Context: an optimization exercise on an open-source flow, tuned for small area, a short achievable clock period and few clock cycles per item. The choices shown serve that exercise and are no tape-out recipe. At most, simulation tests tie the RTL to the original design; equivalence was not proved. No driver is modelled on the clock port, so clocking that relies on it looks cheaper here than on a real chip. Power is estimated from default activity; no workload was simulated.

==> v24: inputs <==
// sha1_pad_top
module sha1_pad_top (
    input  logic           sys_clk,
    input  logic           sys_rst,
    input  logic           msg_cal_channel_ready,
    input  logic           msg_info_fifo_empty,
    input  logic [15:0]    msg_info,
    input  logic [5:0]     msg_channel_num,
    output logic           msg_info_rd_en,
    output logic           msg_data_rd_en,
    input  logic [127:0]   msg_data,
    output logic           msg_filled_data_valid,
    output logic           msg_filled_data_sop,
    output logic           msg_filled_data_eop,
    output logic [511:0]   msg_filled_data,
    output logic           msg_filled_info_valid,
    output logic [15:0]    msg_filled_info,
    output logic [13:0]    msg_filled_tag,
    output logic [11:0]    msg_filled_addr
);
    logic          info_pend;       
    logic          nxt_v;
    logic [15:0]   nxt_len;
    logic [5:0]    nxt_ch;
    logic          consume;
    always_ff @(posedge sys_clk) begin
        if (sys_rst) begin
            msg_info_rd_en <= 1'b0;
            info_pend <= 1'b0;
            nxt_v <= 1'b0;
        end else begin
            msg_info_rd_en <= !msg_info_fifo_empty && msg_cal_channel_ready && !msg_info_rd_en
                              && !info_pend && !nxt_v;
            info_pend <= msg_info_rd_en;
            if (info_pend) begin
                nxt_v <= 1'b1;
            end else if (consume) begin
                nxt_v <= 1'b0;
            end
        end
    end
    always_ff @(posedge sys_clk) begin
        if (info_pend) begin
            nxt_len <= msg_info;
            nxt_ch <= msg_channel_num;
        end
    end
    logic          act;             
    logic [11:0]   cnt;             
    logic          nz;              
    logic          padp;            
    logic          padrd;           
    logic          ext;             
    logic          fst;             
  ...
clock: 5.0 ns
lec_check: 0
cap_margin: 20
core_area: 5 5 195 195
cts_cluster_diameter: 100
cts_cluster_size: 30
die_area: 0 0 200 200
slew_margin: 20
standard.sh (not shown) runs the stock make flow with config.mk's settings and CLKGATE_MAP_FILE= SYNTH_SCRIPT=/design/flow/synth_recipe.tcl, a recipe that flattens the netlist after the stock synthesis.
==> flow/flow/run.sh <==
#!/bin/bash
# Standard layout with buf_2 port buffers; after CTS the clock tree's root
# buffer is taken out so the port drives the tree's first level directly.
set -e
ARGS=(BUFFER_PORTS_ARGS="-buffer_cell sky130_fd_sc_hd__buf_2" PLACE_PINS_ARGS="-min_distance 1 -min_distance_in_tracks")
bash standard.sh "${ARGS[@]}" cts > standard_cts.log 2>&1
CTS_DB=$PWD/orfs/results/sky130hd/sha1_pad_top/base/4_cts.odb openroad -no_init -exit flow/trim_clock_root.tcl > trim_clock_root.log 2>&1
bash standard.sh "${ARGS[@]}" finish > standard_finish.log 2>&1
==> flow/flow/trim_clock_root.tcl <==
# Take out the clock tree's root buffer: the clock port then drives the
# first level of the tree directly (a couple of buffers), one buffer delay
# less between the port and every flip-flop.
set db_file $::env(CTS_DB)
read_db $db_file
set block [ord::get_db_block]
set port_net [$block findNet sys_clk]
set loads {}
foreach it [$port_net getITerms] { lappend loads $it }
if {[llength $loads] != 1} {
  puts "trim: clock port drives [llength $loads] pins, left as is"
  exit 0
}
set root [[lindex $loads 0] getInst]
set master [[$root getMaster] getName]
if {![string match "sky130_fd_sc_hd__clkbuf_*" $master]} {
  puts "trim: clock port drives $master, left as is"
  exit 0
}
set out_net ""
foreach it [$root getITerms] {
  if {[$it isOutputSignal]} { set out_net [$it getNet] }
}
set moved {}
foreach it [$out_net getITerms] {
  if {[$it getInst] eq $root} { continue }
  lappend moved $it
}
if {[llength $moved] > 4} {
  puts "trim: root buffer drives [llength $moved] pins, left as is"
  exit 0
}
foreach it $moved {
  $it disconnect
  $it connect $port_net
}
puts "trim: removed [$root getName] ($master); clock port now drives [llength $moved] pins"
odb::dbInst_destroy $root
odb::dbNet_destroy $out_net
write_db $db_file
==> v22 (differences from v24) <==
--- a/flow/design.v
+++ b/flow/design.v
@@ -143,11 +143,11 @@
         end
     end
     logic [15:0]   keep;
     logic [15:0]   padb;
     logic [127:0]  in_word;
-    logic [127:0]  s0, s1, s2, s3;
+    logic [127:0]  s0, s1, s2;
     always_comb begin
         for (int j = 0; j < 16; j++) begin
             keep[j] = full_b || (pad_b && (4'(j) < out_len[3:0]));
             padb[j] = pad_b && (4'(j) == out_len[3:0]);
             in_word[127-8*j -: 8] = (msg_data[127-8*j -: 8] & {8{keep[j]}}) | {padb[j], 7'b0};
@@ -157,14 +157,13 @@
         end
     end
     always_ff @(posedge sys_clk) begin
         s0 <= s1;
         s1 <= s2;
-        s2 <= s3;
-        s3 <= in_word;
-    end
-    assign msg_filled_data = {s0, s1, s2, s3};
+        s2 <= in_word;
+    end
+    assign msg_filled_data = {s0, s1, s2, in_word};
     logic          at_first;        
     logic [5:0]    blk_idx;
     logic [10:0]   blocks;
     logic [10:0]   blk_plus1;
     logic [10:0]   blk_plus2;
@@ -208,30 +207,30 @@
             msg_filled_data_eop <= 1'b0;
             at_first <= 1'b0;
             blk_idx <= 6'd0;
             msg_filled_tag <= '1;   
         end else begin
-            msg_filled_data_valid <= p3_b;
-            msg_filled_data_sop <= p3_b && at_first;
-            msg_filled_data_eop <= last_b;
-            if (first_b) begin
+            msg_filled_data_valid <= p3_a;
+            msg_filled_data_sop <= p3_a && at_first;
+            msg_filled_data_eop <= last_a;
+            if (first_a) begin
                 at_first <= 1'b1;
-            end else if (p3_b) begin
+            end else if (p3_a) begin
                 at_first <= 1'b0;
             end
-            if (p3_b) begin
+            if (p3_a) begin
                 blk_idx <= at_first ? 6'd0 : idx_inc;
                 if (at_first) begin
                     msg_filled_tag <= tag_inc;
                 end
             end
         end
     end
     logic [5:0]    out_ch;
     logic [10:0]   out_blocks;
     always_ff @(posedge sys_clk) begin
-        if (first_b) begin
+        if (first_a) begin
             out_ch <= nxt_ch;
             out_blocks <= blocks;
         end
     end
     assign msg_filled_info_valid = msg_filled_data_sop;
==> flow/flow/run.sh (replaced) <==
#!/bin/bash
bash standard.sh BUFFER_PORTS_ARGS="-buffer_cell sky130_fd_sc_hd__buf_2" finish > standard.log 2>&1
==> flow/config.mk (replaced) <==
export PLATFORM = sky130hd
export DESIGN_NAME = sha1_pad_top
export DESIGN_NICKNAME = sha1_pad_top
export VERILOG_FILES = /design/flow/design.v
export SDC_FILE = /design/flow/constraint.sdc
export NUM_CORES = 4
export LEC_CHECK = 0
export CAP_MARGIN = 20
export CORE_MARGIN = 2
export CORE_UTILIZATION = 40
export CTS_CLUSTER_DIAMETER = 100
export CTS_CLUSTER_SIZE = 30
export SLEW_MARGIN = 20
removed: flow/flow/trim_clock_root.tcl
==> v11 (differences from v24) <==
--- a/flow/design.v
+++ b/flow/design.v
@@ -44,49 +44,55 @@
             nxt_len <= msg_info;
             nxt_ch <= msg_channel_num;
         end
     end
     logic          act;             
-    logic [11:0]   cnt;             
-    logic          nz;              
+    logic [12:0]   cnt;             
     logic          padp;            
     logic          padrd;           
     logic          ext;             
     logic          fst;             
     logic [1:0]    pos;             
     logic          last_q;          
+    logic          cnz;             
     logic          s_full;
     logic          s_pad;
     logic          s_p3;
-    logic [11:0]   cnt_dec;
-    logic          cnt_one;
-    for (genvar i = 0; i < 12; i++) begin : g_dec
-        if (i == 0) begin : g_lsb
-            assign cnt_dec[i] = !cnt[i];
-        end else begin : g_bit
-            assign cnt_dec[i] = cnt[i] ^ !(|cnt[i-1:0]);
-        end
-    end
-    assign cnt_one = (cnt == 12'd1);
-    assign s_full = act && nz;
-    assign s_pad = act && !nz && padp;
+    logic          s_last;
+    logic [12:0]   cnt_dec;
+    logic [12:0]   cnt_load;
+    logic          cnt_zero;
+    always_comb begin
+        logic below_zero;
+        below_zero = 1'b1;
+        for (int i = 0; i < 13; i++) begin
+            cnt_dec[i] = cnt[i] ^ below_zero;
+            below_zero = below_zero & !cnt[i];
+        end
+    end
+    assign cnt_load = {1'b0, nxt_len[15:4]} - 1'b1;
+    assign cnt_zero = (cnt == 13'd0);
+    assign cnz = !cnt[12];
+    assign s_full = act && cnz;
+    assign s_pad = act && !cnz && padp;
     assign s_p3 = act && (pos == 2'd3);
+    assign s_last = act && last_q;
     assign consume = nxt_v && (!act || last_q);
     always_ff @(posedge sys_clk) begin
         if (sys_rst) begin
             act <= 1'b0;
             pos <= 2'd0;
             last_q <= 1'b0;
         end else begin
-            last_q <= act && !last_q && (pos == 2'd2) && (!nz || cnt_one) && !ext;
+            last_q <= act && !last_q && (pos == 2'd2) && (cnt[12] || cnt_zero) && !ext;
             if (act) begin
                 pos <= pos + 1'b1;
-                if (!nz) begin
+                if (!cnz) begin
                     padp <= 1'b0;
                 end
                 fst <= 1'b0;
-                if (s_p3 && !nz) begin
+                if (s_p3 && !cnz) begin
                     ext <= 1'b0;
                 end
                 if (last_q) begin
                     act <= 1'b0;
                 end
@@ -99,17 +105,11 @@
                 fst <= 1'b1;
             end
         end
     end
     always_ff @(posedge sys_clk) begin
-        if (consume) begin
-            cnt <= nxt_len[15:4];
-            nz <= |nxt_len[15:4];
-        end else begin
-            cnt <= cnt_dec;
-            nz <= nz && !cnt_one;
-        end
+        cnt <= consume ? cnt_load : cnt_dec;   
     end
     logic          full_a, pad_a, last_a, p3_a, first_a;
     logic          full_b, pad_b, last_b, p3_b, first_b;
     always_ff @(posedge sys_clk) begin
         if (sys_rst) begin
@@ -120,11 +120,11 @@
             last_b <= 1'b0;
             p3_b <= 1'b0;
             first_b <= 1'b0;
         end else begin
             msg_data_rd_en <= s_full || (s_pad && padrd);
-            last_a <= act && last_q;
+            last_a <= s_last;
             p3_a <= s_p3;
             first_a <= act && fst;
             last_b <= last_a;
             p3_b <= p3_a;
             first_b <= first_a;
@@ -164,66 +164,32 @@
     end
     assign msg_filled_data = {s0, s1, s2, s3};
     logic          at_first;        
     logic [5:0]    blk_idx;
     logic [10:0]   blocks;
-    logic [10:0]   blk_plus1;
-    logic [10:0]   blk_plus2;
-    logic [5:0]    idx_inc;
-    logic [13:0]   tag_inc;
-    for (genvar i = 0; i < 11; i++) begin : g_blk
-        if (i == 0) begin : g_b0
-            assign blk_plus1[i] = !nxt_len[6];
-            assign blk_plus2[i] = nxt_len[6];
-        end else if (i < 10) begin : g_bm
-            assign blk_plus1[i] = nxt_len[6+i] ^ (&nxt_len[6+i-1:6]);
-            if (i == 1) begin : g_b1
-                assign blk_plus2[i] = !nxt_len[7];
-            end else begin : g_bn
-                assign blk_plus2[i] = nxt_len[6+i] ^ (&nxt_len[6+i-1:7]);
-            end
-        end else begin : g_btop
-            assign blk_plus1[i] = &nxt_len[15:6];
-            assign blk_plus2[i] = &nxt_len[15:7];
-        end
-    end
-    for (genvar i = 0; i < 6; i++) begin : g_idx
-        if (i == 0) begin : g_i0
-            assign idx_inc[i] = !blk_idx[i];
-        end else begin : g_in
-            assign idx_inc[i] = blk_idx[i] ^ (&blk_idx[i-1:0]);
-        end
-    end
-    for (genvar i = 0; i < 14; i++) begin : g_tag
-        if (i == 0) begin : g_t0
-            assign tag_inc[i] = !msg_filled_tag[i];
-        end else begin : g_tn
-            assign tag_inc[i] = msg_filled_tag[i] ^ (&msg_filled_tag[i-1:0]);
-        end
-    end
-    assign blocks = (nxt_len[5:0] >= 6'd56) ? blk_plus2 : blk_plus1;
+    assign blocks = {1'b0, nxt_len[15:6]} + ((nxt_len[5:0] >= 6'd56) ? 11'd2 : 11'd1);
     always_ff @(posedge sys_clk) begin
         if (sys_rst) begin
             msg_filled_data_valid <= 1'b0;
             msg_filled_data_sop <= 1'b0;
             msg_filled_data_eop <= 1'b0;
             at_first <= 1'b0;
             blk_idx <= 6'd0;
-            msg_filled_tag <= '1;   
+            msg_filled_tag <= 14'd0;
         end else begin
             msg_filled_data_valid <= p3_b;
             msg_filled_data_sop <= p3_b && at_first;
             msg_filled_data_eop <= last_b;
             if (first_b) begin
                 at_first <= 1'b1;
             end else if (p3_b) begin
                 at_first <= 1'b0;
             end
-            if (p3_b) begin
-                blk_idx <= at_first ? 6'd0 : idx_inc;
-                if (at_first) begin
-                    msg_filled_tag <= tag_inc;
+            if (msg_filled_data_valid) begin
+                blk_idx <= msg_filled_data_eop ? 6'd0 : blk_idx + 1'b1;
+                if (msg_filled_data_eop) begin
+                    msg_filled_tag <= msg_filled_tag + 1'b1;
                 end
             end
         end
     end
     logic [5:0]    out_ch;
==> flow/flow/run.sh (replaced) <==
#!/bin/bash
# Standard layout, with the port buffers given as buf_1 cells
bash standard.sh BUFFER_PORTS_ARGS="-buffer_cell sky130_fd_sc_hd__buf_1" SETUP_SLACK_MARGIN=3.0 finish > standard.log 2>&1
==> flow/config.mk (replaced) <==
export PLATFORM = sky130hd
export DESIGN_NAME = sha1_pad_top
export DESIGN_NICKNAME = sha1_pad_top
export VERILOG_FILES = /design/flow/design.v
export SDC_FILE = /design/flow/constraint.sdc
export NUM_CORES = 4
export LEC_CHECK = 0
export CAP_MARGIN = 20
export CORE_MARGIN = 2
export CORE_UTILIZATION = 40
export SLEW_MARGIN = 20
removed: flow/flow/trim_clock_root.tcl
==> notes.md <==
v11 passed the timing, design-rule and antenna checks. v24 completed without violations. v22 ended with an error in I/O pin placement. Between v24 and v11, the lower first-iteration DRC count is in v24 (gap 48%, measured against v11). Against v24, the non-clock buffer count of v11 is higher by 166. Of v11 and v24, v11 has the higher cell count (gap about 14%, measured against v24). Against v11, the global-route usage of v24 is lower by 9.7 points. Between v11 and v24, the lower sequential share of layout area is in v11 (gap 13 points). Power: v24 is lower than v11 (about 23%). In sequential power, v24 and v11 hardly differ.
==> figures <==
|  | v22 | v11 | v24 |
|---|---|---|---|
| Die H | 185 um | 204 um | 200 um |
| Inverters, non-clock | - | 33 | 21 |
| Detail Route Antenna Nets | - | 0 | 0 |
| Violation count after the first detailed-routing iteration | - | 760 | 392 |
| Post-CTS Hold Fix Bufs | - | 0 | 0 |
| Width of the die | 185 um | 204 um | 200 um |
| Sequential share of power | - | 0.513 | 0.667 |
| Most used routing layer | - | met2 | met2 |
| Path type of the worst setup path | - | flop to flop | flop to primary output |
| Setup_tns | - | 0 ps | 0 ps |
| Layout cell share with drive strength beyond 1 | - | 0.675 | 0.423 |
| Result of the run | did not finish | finished clean | finished clean |
| Failing step | I/O pin placement | - | - |
| Clock buffer instance count of the final layout | - | 84 | 30 |
| Int Pwr | - | 7.90 mW | 6.24 mW |
| CP startpoint | - | cnt[0] | s3[23] |
Testbench counts of v24, summed over its fixed seeds: cycles 19,299, messages 800.
For v22 and v11, only the layout was checked, not whether the RTL still works.

## afterwards: timing with drivers on the ports
The flow's constraints put no driver on any port. The routed layouts listed below were extracted and timed again, unchanged, in two steps.
Step 1 (the two cells are an assumption about what drives the block):
set clk [get_ports {sys_clk}]
set_driving_cell -lib_cell sky130_fd_sc_hd__clkbuf_16 $clk
set_driving_cell -lib_cell sky130_fd_sc_hd__buf_2 [delete_from_list [all_inputs] $clk]
Step 2, shift: input delay + t, output delay - t, t = (earliest + latest rising clock arrival at the registers) / 2. This alone moves slack from input paths to output paths.
a / b / c = no drivers / after step 1 / after step 2; a / b = the first two.
| run | shift t [ns] | slack for setup (ns) | worst setup path at the end | worst data-port slew with drivers (ns) | cell pins on the clock port's net |
|---|---|---|---|---|---|
| v24 | 0.490 | 2.901 / 2.841 / 2.851 | input to register | 0.14 | 2 |
| v11 | 0.660 | 2.518 / 2.518 / 2.518 | register to register | 0.15 | 1 |
After both steps setup and hold are still met in every run listed. For v24, which loses most, drivers alone change the setup slack by -0.060 ns; drivers and shift together by -0.050 ns.
